This is an optimization exercise on Yosys and OpenROAD, whose aim is small area, not a production implementation. In this exercise RTL edits were held to simulation tests only and were not proved equivalent to the original. Power figures rest on the tool's default switching activity, not on a simulated workload.

old:
==> flow/design.v (excerpt) <==
module pc_ctrl_dmem #(
    parameter logic [31:0] PC_RESET = 32'h0000_0000
) (
    input  logic        clock,
    input  logic        reset,
    input  logic [31:0] nextPC,
    output logic [31:0] pc,
    input  logic [5:0]  opcode,
    input  logic [5:0]  funct,
    output logic [2:0]  ALUOp,
    output logic        ALUSrc,
    output logic        RegDst,
    output logic        RegWrite,
    output logic        MemtoReg,
    output logic        MemRead,
    output logic        MemWrite,
    output logic        Branch,
    output logic        Jump,
    input  logic [31:0] Address,
    input  logic [31:0] WriteData,
    output logic [31:0] ReadData
);
    localparam int NP = 32;      
    logic [31:0]   r_pc;
    logic [31:0]   r_mem_h [0:NP-1];
    logic [31:0]   r_mem_t [0:NP-1];
    logic [NP-1:0] r_valid_h;
    logic [NP-1:0] r_valid_t;
    logic          r_pol_h;
    logic          r_pol_t;
    logic          r_pend_we;
    logic [5:0]    r_pend_index;
    logic [31:0]   r_pend_data;
    logic [10:0]   w_ctrl;
    logic          w_re;
    logic          w_we;
    logic [5:0]    w_index;
    logic [4:0]    w_pair;
    logic          w_head;
    logic          w_in_h;
    logic          w_direct;
    logic          w_defer;
    logic          w_commit;
    logic          w_fwd;
    logic          w_pol;
    logic [NP-1:0] w_pair_dec;
    logic [NP-1:0] w_pend_dec;
  ...
Size: ~4,700 cells after synthesis, about 2,200 flip-flops.
==> module pc_ctrl_dmem, before the edit <==
module pc_ctrl_dmem #(
    parameter logic [31:0] PC_RESET = 32'h0000_0000
) (
    input  logic        clock,
    input  logic        reset,
    input  logic [31:0] nextPC,
    output logic [31:0] pc,
    input  logic [5:0]  opcode,
    input  logic [5:0]  funct,
    output logic [2:0]  ALUOp,
    output logic        ALUSrc,
    output logic        RegDst,
    output logic        RegWrite,
    output logic        MemtoReg,
    output logic        MemRead,
    output logic        MemWrite,
    output logic        Branch,
    output logic        Jump,
    input  logic [31:0] Address,
    input  logic [31:0] WriteData,
    output logic [31:0] ReadData
);
    localparam int NP = 32;      
    logic [31:0]   r_pc;
    logic [31:0]   r_mem_h [0:NP-1];
    logic [31:0]   r_mem_t [0:NP-1];
    logic [NP-1:0] r_valid_h;
    logic [NP-1:0] r_valid_t;
    logic          r_pol_h;
    logic          r_pol_t;
    logic          r_pend_we;
    logic [5:0]    r_pend_index;
    logic [31:0]   r_pend_data;
    logic [10:0]   w_ctrl;
    logic          w_re;
    logic          w_we;
    logic [5:0]    w_index;
    logic [4:0]    w_pair;
    logic          w_head;
    logic          w_in_h;
    logic          w_direct;
    logic          w_defer;
    logic          w_commit;
    logic          w_fwd;
    logic          w_pol;
    logic [NP-1:0] w_pair_dec;
    logic [NP-1:0] w_pend_dec;
    logic [NP-1:0] w_set_d;        
    logic [NP-1:0] w_set_p;        
    logic [NP-1:0] w_keep;         
    logic [NP-1:0] w_vh_next;
    logic [NP-1:0] w_vt_next;
    logic [31:0]   w_wd_x;         
    logic [31:0]   w_pd_x;         
    logic [63:0]   w_rsel;
    logic [63:0]   w_rcol [0:31];
    logic [31:0]   w_tree;
    logic          w_pol_en;
    assign w_re    = w_ctrl[3];
    assign w_we    = w_ctrl[2];
    assign w_index = Address[7:2];
    assign w_pair  = w_index[5:1];
    assign w_head  = r_pol_h ^ r_pol_t;
    assign w_in_h  = (w_index[0] == w_head);
    always_ff @(posedge clock or negedge reset) begin
        if (!reset) begin
            r_pc <= PC_RESET;
        end else begin
            r_pc <= nextPC;
        end
    end
    always_comb begin
        w_ctrl = 11'b000_0000_0000;
        case (opcode)
            6'b000000: begin
                if (funct == 6'b001000) begin
                    w_ctrl = 11'b010_0_0_0_0_0_0_0_1;    
                end else begin
                    w_ctrl = 11'b010_0_1_1_0_0_0_0_0;    
                end
            end
            6'b001000: w_ctrl = 11'b000_1_0_1_0_0_0_0_0;  
            6'b001100: w_ctrl = 11'b011_1_0_1_0_0_0_0_0;  
            6'b001101: w_ctrl = 11'b100_1_0_1_0_0_0_0_0;  
            6'b001010: w_ctrl = 11'b101_1_0_1_0_0_0_0_0;  
            6'b100011: w_ctrl = 11'b000_1_0_1_1_1_0_0_0;  
            6'b101011: w_ctrl = 11'b000_1_0_0_0_0_1_0_0;  
            6'b000100: w_ctrl = 11'b001_0_0_0_0_0_0_1_0;  
            6'b000010: w_ctrl = 11'b111_0_0_0_0_0_0_0_1;  
            default:   w_ctrl = 11'b000_0000_0000;
        endcase
    end
    always_ff @(posedge clock or negedge reset) begin
        if (!reset) begin
            r_pol_h <= 1'b0;
            r_pol_t <= 1'b0;
        end else begin
            r_pol_h <= ~r_pol_t;
            r_pol_t <= r_pol_h;
        end
    end
    assign w_direct = w_we & ~w_in_h;
    assign w_defer  = w_we & w_in_h;
    assign w_commit = r_pend_we & ~(w_direct & (w_pair == r_pend_index[5:1]));
    always_ff @(posedge clock or negedge reset) begin
        if (!reset) begin
            r_pend_we <= 1'b0;
        end else begin
            r_pend_we <= w_defer;
        end
    end
    always_ff @(posedge clock) begin
        r_pend_index <= w_index;
        r_pend_data  <= WriteData;
    end
    always_comb begin
        for (int p = 0; p < NP; p++) begin
            w_pair_dec[p] = (w_pair == 5'(p));
            w_pend_dec[p] = (r_pend_index[5:1] == 5'(p));
        end
    end
    for (genvar p = 0; p < NP; p++) begin : g_ctl
        pcd_pair_ctl u_ctl (
            .dec    (w_pair_dec[p]),
            .pdec   (w_pend_dec[p]),
            .direct (w_direct),
            .commit (w_commit),
            .defer  (w_defer),
            .rd_h   (w_re & w_in_h),
            .rd_t   (w_re & ~w_in_h),
            .vh     (r_valid_h[p]),
            .vt     (r_valid_t[p]),
            .set_d  (w_set_d[p]),
            .set_p  (w_set_p[p]),
            .keep   (w_keep[p]),
            .vh_next(w_vh_next[p]),
            .vt_next(w_vt_next[p]),
            .rsel_h (w_rsel[2*p]),
            .rsel_t (w_rsel[2*p+1])
        );
    end
    assign w_wd_x  = WriteData ^ {32{r_pol_t}};
    assign w_pd_x  = r_pend_data ^ {32{r_pol_t}};
    always_ff @(posedge clock or negedge reset) begin
        if (!reset) begin
            r_valid_h <= '0;
            r_valid_t <= '0;
        end else begin
            r_valid_h <= w_vh_next;
            r_valid_t <= w_vt_next;
        end
    end
    for (genvar p = 0; p < NP; p++) begin : g_pair
        logic [31:0] w_next_h;
        for (genvar b = 0; b < 32; b++) begin : g_bit
            pcd_aoi222 u_in (
                .a1(w_keep[p]),  .a2(r_mem_t[p][b]),
                .b1(w_set_d[p]), .b2(w_wd_x[b]),
                .c1(w_set_p[p]), .c2(w_pd_x[b]),
                .y (w_next_h[b])
            );
        end
        always_ff @(posedge clock) begin
            r_mem_h[p] <= w_next_h;
            r_mem_t[p] <= r_mem_h[p];
        end
    end
    assign w_fwd = w_re & r_pend_we & (r_pend_index == w_index);
    assign w_pol = w_in_h ? r_pol_h : r_pol_t;
    assign w_pol_en = w_pol & (w_fwd | (|w_rsel));
    for (genvar b = 0; b < 32; b++) begin : g_rd
        for (genvar p = 0; p < NP; p++) begin : g_col
            assign w_rcol[b][2*p]   = r_mem_h[p][b];
            assign w_rcol[b][2*p+1] = r_mem_t[p][b];
        end
        pcd_rd_bit u_rd (
            .sel (w_rsel),
            .q   (w_rcol[b]),
            .fsel(w_fwd),
            .fq  (w_pd_x[b]),
            .d   (w_tree[b])
        );
    end
    assign ReadData = w_tree ^ {32{w_pol_en}};
    assign pc       = r_pc;
    assign ALUOp    = w_ctrl[10:8];
    assign ALUSrc   = w_ctrl[7];
    assign RegDst   = w_ctrl[6];
    assign RegWrite = w_ctrl[5];
    assign MemtoReg = w_ctrl[4];
    assign MemRead  = w_ctrl[3];
    assign MemWrite = w_ctrl[2];
    assign Branch   = w_ctrl[1];
    assign Jump     = w_ctrl[0];
endmodule
clock: 8.0 ns
lec_check: 0
cap_margin: 10
core_margin: 2
core_utilization: 60
slew_margin: 10
synth_hierarchical: 1
synth_minimum_keep_size: 0
standard.sh (not shown) runs the stock make flow with config.mk's settings and CLKGATE_MAP_FILE= SYNTH_SCRIPT=/design/flow/synth_recipe.tcl, a recipe that flattens the netlist after the stock synthesis.
==> flow/flow/run.sh <==
#!/bin/bash
# The standard layout (standard.sh: ORFS synth..finish, unchanged
# synthesis) with two changes:
#  - clock tree: large leaf clusters on clkbuf_16 and no dummy loads
#  - port buffers: buf_2 instead of the default choice
# All tool output goes to standard.log in this folder.
set -o pipefail
export CTS_ARGS="-sink_clustering_enable -repair_clock_nets -buf_list sky130_fd_sc_hd__clkbuf_16 -sink_clustering_size 28 -sink_clustering_max_diameter 70 -dont_use_dummy_load"
export BUFFER_PORTS_ARGS="-buffer_cell sky130_fd_sc_hd__buf_2"
bash standard.sh > standard.log 2>&1
Setup changes, old to new
--- a/flow/design.v
+++ b/flow/design.v
@@ -28,11 +28,11 @@
     logic [NP-1:0] r_valid_t;
     logic          r_pol_h;
     logic          r_pol_t;
     logic          r_pend_we;
     logic [5:0]    r_pend_index;
-    logic [31:0]   r_pend_data;
+    logic [31:0]   r_pend_data;    
     logic [10:0]   w_ctrl;
     logic          w_re;
     logic          w_we;
     logic [5:0]    w_index;
     logic [4:0]    w_pair;
@@ -109,11 +109,11 @@
             r_pend_we <= w_defer;
         end
     end
     always_ff @(posedge clock) begin
         r_pend_index <= w_index;
-        r_pend_data  <= WriteData;
+        r_pend_data  <= WriteData ^ {32{r_pol_h}};
     end
     always_comb begin
         for (int p = 0; p < NP; p++) begin
             w_pair_dec[p] = (w_pair == 5'(p));
             w_pend_dec[p] = (r_pend_index[5:1] == 5'(p));
@@ -138,11 +138,11 @@
             .rsel_h (w_rsel[2*p]),
             .rsel_t (w_rsel[2*p+1])
         );
     end
     assign w_wd_x  = WriteData ^ {32{r_pol_t}};
-    assign w_pd_x  = r_pend_data ^ {32{r_pol_t}};
+    assign w_pd_x  = r_pend_data;
     always_ff @(posedge clock or negedge reset) begin
         if (!reset) begin
             r_valid_h <= '0;
             r_valid_t <= '0;
         end else begin
The number of nets at the end of the flow of old and that of new are within noise of each other. Summary: with old as the reference, largest net degree at the start of global routing in new moved up by more than a quarter. Fraction of cell area in non-clock buffers of old is on par with new. The power dissipated in combinational cells in new sits about 0.9% below the value recorded for old. Re number of gates on the worst path with buffers counted: new is 2 down on old. Sequential cell area share for new: 0.49 points up relative to old. Compared to old, the routing of new uses less wire. Utilization (new over old): decrease, 0.50 points. Between new and old, it is new whose cell area is lower, by 560 um^2. Clock period minus worst slack: new vs old down 0.29 ns. In terms of combinational share of power, old and new differ only marginally.

==> static timing again, ports no longer ideal <==
The flow's constraints put no driver on any port. The routed layouts listed below were extracted and timed again, unchanged, in two steps.
Step 1: set_driving_cell puts a clkbuf_16 on clock and a buf_2 on each other input, an assumption about the parent block.
Step 2, shift: input delay + t, output delay - t, t = (earliest + latest rising clock arrival at the registers) / 2. This alone moves slack from input paths to output paths.
Three values: ideal, step 1, step 2; two values: the first two.
run	t, ns	setup slack, ns	slew at the worst register clock pin (ns)	worst data-port slew with drivers (ns)
old	0.803	0.395 / 0.374 / 0.374	0.11 / 0.11	0.18
new	0.809	0.687 / 0.582 / 0.582	0.11 / 0.11	0.19
After both steps every run listed still meets setup and hold. For new, which loses most, drivers alone change the setup slack by -0.105 ns; drivers and shift together by -0.105 ns.
